This design comes from an exercise in tuning for small area, a short achievable clock period and few clock cycles per item on the open sky130 flow, not from production work.
Where RTL was checked, it was by simulation tests only, not by an equivalence proof against the original.

==> flow/design.v (excerpt) <==
module modular_exponentiation_top #(
  parameter int unsigned EXP_WIDTH = 64
) (
  input  wire          clk_i,
  input  wire          rst_ni,
  input  wire          s_axis_tvalid,
  output logic         s_axis_tready,
  input  wire  [127:0] s_axis_tdata,    
  output logic         m_axis_tvalid,
  input  wire          m_axis_tready,
  output logic [31:0]  m_axis_tdata,    
  input  wire          cfg_valid_i,
  output logic         cfg_ready_o,
  input  wire  [30:0]  cfg_data_i       
);
  localparam int unsigned EW = (EXP_WIDTH < modexp_pkg::FieldW) ? EXP_WIDTH : modexp_pkg::FieldW;
  logic [3:0]         st_q, st_d;
  modexp_pkg::mod_t   mod_q;
  logic [4:0]         sh_q;           
  logic [34:0]        s_q, c_q;       
  logic [31:0]        r_q, b_q;       
  logic [2:0]         dig_q;          
  logic [4:0]         k_q;            
  logic               mulb_q;         
  logic signed [6:0]  eidx_q;         
  logic               ebit_q;         
  logic               found_q;        
  logic               ezero_q;        
  logic signed [1:0]  qf_q;           
  logic               sub_q;          
  ...
==> flow/config.mk <==
export PLATFORM = sky130hd
export DESIGN_NAME = modular_exponentiation_top
export DESIGN_NICKNAME = modular_exponentiation_top
export VERILOG_FILES = /design/flow/design.v
export SDC_FILE = /design/flow/constraint.sdc
export NUM_CORES = 4
export LEC_CHECK = 0
export CAP_MARGIN = 20
export CORE_MARGIN = 2
export CORE_UTILIZATION = 40
export SLEW_MARGIN = 20
==> flow/constraint.sdc <==
create_clock -name core_clock -period 10.0 [get_ports {clk_i}]
set_input_delay 2.0000 -clock core_clock [delete_from_list [all_inputs] [get_ports {clk_i}]]
set_output_delay 2.0000 -clock core_clock [all_outputs]
set_load 0.01 [all_outputs]
standard.sh (not shown) runs the stock make flow with config.mk's settings and CLKGATE_MAP_FILE= SYNTH_SCRIPT=/design/flow/synth_recipe.tcl, a recipe that flattens the netlist after the stock synthesis.
==> flow/flow/run.sh <==
#!/bin/bash
# Standard ORFS layout (the standard.sh, standard synthesis) with a larger
# setup margin for timing repair; make's output goes to make_finish.log.
set -euo pipefail
bash standard.sh SETUP_SLACK_MARGIN=6 finish > make_finish.log 2>&1
The starting point completed without violations.
==> next run, changes <==
--- a/flow/design.v
+++ b/flow/design.v
@@ -96,26 +96,31 @@
   logic        b_one, b_two, b_neg;
   logic [34:0] ysx, ymag, xy;
   logic [34:0] s4, c4, s1, c1, s3, c3;
   logic [34:0] row;
   logic [32:0] mag, m3_q;         
   logic        q_1, q_2, q_3, q_4, q_p;
   logic [34:0] sum;
   logic [31:0] r_new;
-  logic       red_q, frc_q;
-  logic [7:0] tf_q;
-  assign red = red_q;
+  assign red     = (st_q == modexp_pkg::StRed) || (st_q == modexp_pkg::StRedR) ||
+                   (st_q == modexp_pkg::StOne) || (st_q == modexp_pkg::StZero);
   assign est = s_q[34:27] + c_q[34:27];
   modexp_mulser u_qsel (
     .est_i (est),
     .mbin_i(mbin_q),
     .t_o   (t_tab)
   );
-  assign t = frc_q ? tf_q : t_tab;
+  always_comb begin
+    if (first_q)                         t = 8'b0000_1111;
+    else if (st_q != modexp_pkg::StCor2) t = t_tab;
+    else if (qf_q == 2'sd1)              t = 8'b0001_1111;
+    else if (qf_q == -2'sd1)             t = 8'b0000_0111;
+    else                                 t = 8'b0000_1111;
+  end
   always_comb begin
     q_1 = (t[4] & !t[5]) | (t[2] & !t[3]);
     q_2 = (t[5] & !t[6]) | (t[1] & !t[2]);
     q_3 = (t[6] & !t[7]) | (t[0] & !t[1]);
     q_4 = t[7] | !t[0];
     q_p = t[4];
   end
   assign y     = mulb_q ? b_q : r_q;
@@ -187,27 +192,18 @@
     endcase
   end
   always_ff @(posedge clk_i or negedge rst_ni) begin
     if (!rst_ni) begin
       st_q   <= modexp_pkg::StIdle;
       ovld_q <= 1'b0;
       acc_q  <= 1'b0;
       first_q <= 1'b1;
-      red_q   <= 1'b0;
-      frc_q   <= 1'b1;
-      tf_q    <= 8'b0000_1111;
     end else begin
       first_q <= !step;
-      red_q   <= (st_d == modexp_pkg::StRed) || (st_d == modexp_pkg::StRedR) ||
-                 (st_d == modexp_pkg::StOne) || (st_d == modexp_pkg::StZero);
-      frc_q   <= !step || (st_d == modexp_pkg::StCor2);
-      if (step && qf_q == 2'sd1)       tf_q <= 8'b0001_1111;
-      else if (step && qf_q == -2'sd1) tf_q <= 8'b0000_0111;
-      else                             tf_q <= 8'b0000_1111;
       st_q  <= st_d;
       acc_q <= (st_d == modexp_pkg::StAcc);
       if (m_axis_tvalid && m_axis_tready) ovld_q <= 1'b0;
       if (s_axis_tvalid && s_axis_tready) ovld_q <= 1'b1;
     end
   end
   always_ff @(posedge clk_i or negedge rst_ni) begin
     if (!rst_ni) begin
Outcome:
- The new run finished clean
- register-to-register slack gains 0.095 ns
- die area came out lower by a few percent
- design area fell by roughly a tenth
Testbench counts after the change, summed over its fixed seeds: cycles 179,520, items 192.
No functional check of the RTL was part of the first run of this note.

* * *

modular_exponentiation_top, a different RTL version from the one above (not shown whole).
Size in the first run: about 230 flip-flops, roughly 200 I/O pins, about 19000 sq um of cells after synthesis.
export LEC_CHECK = 0
export CAP_MARGIN = 20
export CORE_MARGIN = 2
export CORE_UTILIZATION = 40
export SLEW_MARGIN = 20
create_clock -name core_clock -period 10.0 [get_ports {clk_i}]
Scripts as last shown in full above: flow/flow/run.sh
The first run finished with timing, DRC and antenna clean.
Change:
--- a/flow/design.v
+++ b/flow/design.v
@@ -89,70 +89,64 @@
   assign s_axis_tready = acc_q;
   assign m_axis_tvalid = ovld_q;
   assign m_axis_tdata  = {1'b0, r_q[30:0]};
   logic        red;
   logic [7:0]  t_tab, t;
   logic [7:0]  est;
   logic [31:0] y;
   logic        b_one, b_two, b_neg;
   logic [34:0] ysx, ymag, xy;
-  logic [34:0] s4, c4, s1, c1, s3, c3;
-  logic [34:0] row;
-  logic [32:0] m3_q;              
-  logic [34:0] m1, m2, m3, m4;
-  logic        qp1, qp2, qp3, qp4, qn1, qn2, qn3, qn4, q_p;
+  logic [34:0] s4, c4, s1, c1, s2, c2, s3, c3;
+  logic [34:0] row_l, row_h;
+  logic [32:0] mag_l;
+  logic        sub_l, sub_h, l_one, l_two, h_one;
   logic [34:0] sum;
   logic [31:0] r_new;
   assign red     = (st_q == modexp_pkg::StRed) || (st_q == modexp_pkg::StRedR) ||
                    (st_q == modexp_pkg::StOne) || (st_q == modexp_pkg::StZero);
   assign est = s_q[34:27] + c_q[34:27];
   modexp_mulser u_qsel (
     .est_i (est),
     .mbin_i(mbin_q),
     .t_o   (t_tab)
   );
   always_comb begin
     if (first_q)                         t = 8'b0000_1111;
     else if (st_q != modexp_pkg::StCor2) t = t_tab;
     else if (qf_q == 2'sd1)              t = 8'b0001_1111;
     else if (qf_q == -2'sd1)             t = 8'b0000_0111;
     else                                 t = 8'b0000_1111;
   end
   always_comb begin
-    qp1 = t[4] & !t[5];
-    qp2 = t[5] & !t[6];
-    qp3 = t[6] & !t[7];
-    qp4 = t[7];
-    qn1 = t[2] & !t[3];
-    qn2 = t[1] & !t[2];
-    qn3 = t[0] & !t[1];
-    qn4 = !t[0];
-    q_p = t[4];
+    h_one = t[6] | !t[1];
+    sub_h = t[6];
+    l_one = (t[0] & !t[1]) | (t[2] & !t[3]) | (t[4] & !t[5]) | (t[6] & !t[7]);
+    l_two = (t[1] & !t[2]) | (t[5] & !t[6]);
+    sub_l = (t[0] & !t[1]) | (t[4] & !t[6]);
   end
   assign y     = mulb_q ? b_q : r_q;
   assign b_one = !red && (dig_q[1] ^ dig_q[0]);
   assign b_two = !red && ((dig_q == 3'b100) || (dig_q == 3'b011));
   assign b_neg = !red && dig_q[2];
   assign ysx   = {{3{y[31]}}, y};
   assign ymag  = b_two ? {ysx[33:0], 1'b0} : (b_one ? ysx : '0);
   assign xy    = b_neg ? ~ymag : ymag;
   assign s4 = {(first_q ? 33'd0 : s_q[32:0]), 1'b0, b_neg};
   assign c4 = {(first_q ? 33'd0 : c_q[32:0]), (red ? dig_q[1:0] : 2'b00)};
   assign s1 = s4 ^ c4 ^ xy;
-  assign c1 = {((s4 & c4) | (s4 & xy) | (c4 & xy)), q_p};
-  assign m1  = {2'b00, mod_q, 2'b00};
-  assign m2  = {1'b0, mod_q, 3'b000};
-  assign m3  = {m3_q, 2'b00};
-  assign m4  = {mod_q, 4'b0000};
-  assign row = ({35{qp1}} & ~m1) | ({35{qp2}} & ~m2) | ({35{qp3}} & ~m3) | ({35{qp4}} & ~m4) |
-               ({35{qn1}} &  m1) | ({35{qn2}} &  m2) | ({35{qn3}} &  m3) | ({35{qn4}} &  m4);
-  assign s3 = s1 ^ c1 ^ row;
-  assign c3 = {((s1 & c1) | (s1 & row) | (c1 & row)), 1'b0};
+  assign c1 = {((s4 & c4) | (s4 & xy) | (c4 & xy)), sub_l} ;
+  assign mag_l = l_two ? {1'b0, mod_q, 1'b0} : (l_one ? {2'b00, mod_q} : '0);
+  assign row_l = sub_l ? ~{mag_l, 2'b00} : {mag_l, 2'b00};
+  assign s2 = s1 ^ c1 ^ row_l;
+  assign c2 = {((s1 & c1) | (s1 & row_l) | (c1 & row_l)), sub_h};
+  assign row_h = !h_one ? '0 : (sub_h ? ~{mod_q, 4'b0000} : {mod_q, 4'b0000});
+  assign s3 = s2 ^ c2 ^ row_h;
+  assign c3 = {((s2 & c2) | (s2 & row_h) | (c2 & row_h)), 1'b0};
   assign sum   = s_q + c_q;
   assign r_new = sum[33:2];
   logic step, cpa, cpa_b;
   assign step = (st_q == modexp_pkg::StRed)  || (st_q == modexp_pkg::StRedR) ||
                 (st_q == modexp_pkg::StMul)  || (st_q == modexp_pkg::StMulR) ||
                 (st_q == modexp_pkg::StCor1) || (st_q == modexp_pkg::StCor2) ||
                 (st_q == modexp_pkg::StOne)  || (st_q == modexp_pkg::StZero);
   assign cpa   = (st_q == modexp_pkg::StCpaB) || (st_q == modexp_pkg::StCpaM) ||
                  ((st_q == modexp_pkg::StCpaF) && !(sub_q && sum[34]));
@@ -237,19 +231,18 @@
       if (k_q == 5'(j + 1)) bwin = {1'b0, base[2*j+1 -: 2]};
     end
   end
   logic esel;
   assign esel = expo[eidx_q[5:0]];
   always_ff @(posedge clk_i) begin
     s_q <= s3;
     c_q <= c3;
     mbin_q <= mod_q[29:27];
-    m3_q   <= {2'b00, mod_q} + {1'b0, mod_q, 1'b0};
     if (cpa)   r_q <= r_new;
     if (cpa_b) b_q <= r_new;
     case (st_q)
       modexp_pkg::StIdle: begin
         dig_q <= {2'b00, base[62] && (mod_q[30:1] != '0)};
         k_q   <= 5'd31;
       end
       modexp_pkg::StRed, modexp_pkg::StMul: begin
         dig_q <= (k_q == 5'd0) ? 3'b000 : ((st_q == modexp_pkg::StRed) ? bwin : rwin);
=> Final cell count shrinks by roughly a tenth; design area shrinks by roughly a tenth; utilization grows by 0.75 points; fmax shrinks by a few percent; worst setup slack gets worse by 0.22 ns; clock skew went down by 0.015 ns; synthesized cell count came out lower by roughly a tenth; clock-buffer cell count increases by 5; die area falls by roughly a tenth.
No run of this note included a check of the RTL's function; only the layout flow was run.

-- port drivers added, routing unchanged --
In the flow no input, the clock included, has a driving cell. The finished layouts below were timed again as built, in two steps. Step 1 sets driving cells, clkbuf_16 on the clock port and buf_2 on the other inputs (assumed; they add their load-dependent delay and slew). Step 2 adds t to the input delays and takes it off the output delays; t is the mean of the earliest and latest rising clock arrival at the registers after step 1. Input paths then give back, and output paths get back, about the clock's delay inside the block. Slacks: no drivers / after step 1 / after step 2; pairs: no drivers / after step 1.
| run | t, ns | setup slack, ns | clock arrival spread, ns |
|---|---|---|---|
| the first run of note 1 | 0.616 | 5.702 / 5.702 / 5.586 | 0.033 / 0.034 |
| the second run of note 1 | 0.609 | 5.797 / 5.797 / 5.579 | 0.029 / 0.029 |
| the first run of note 2 | 0.616 | 5.809 / 5.809 / 5.494 | 0.026 / 0.026 |
| the second run of note 2 | 0.575 | 5.590 / 5.590 / 5.590 | 0.010 / 0.010 |
After both steps every run listed still meets setup and hold. For the first run of note 2, which loses most, drivers alone change the setup slack by 0.000 ns; drivers and shift together by -0.315 ns.
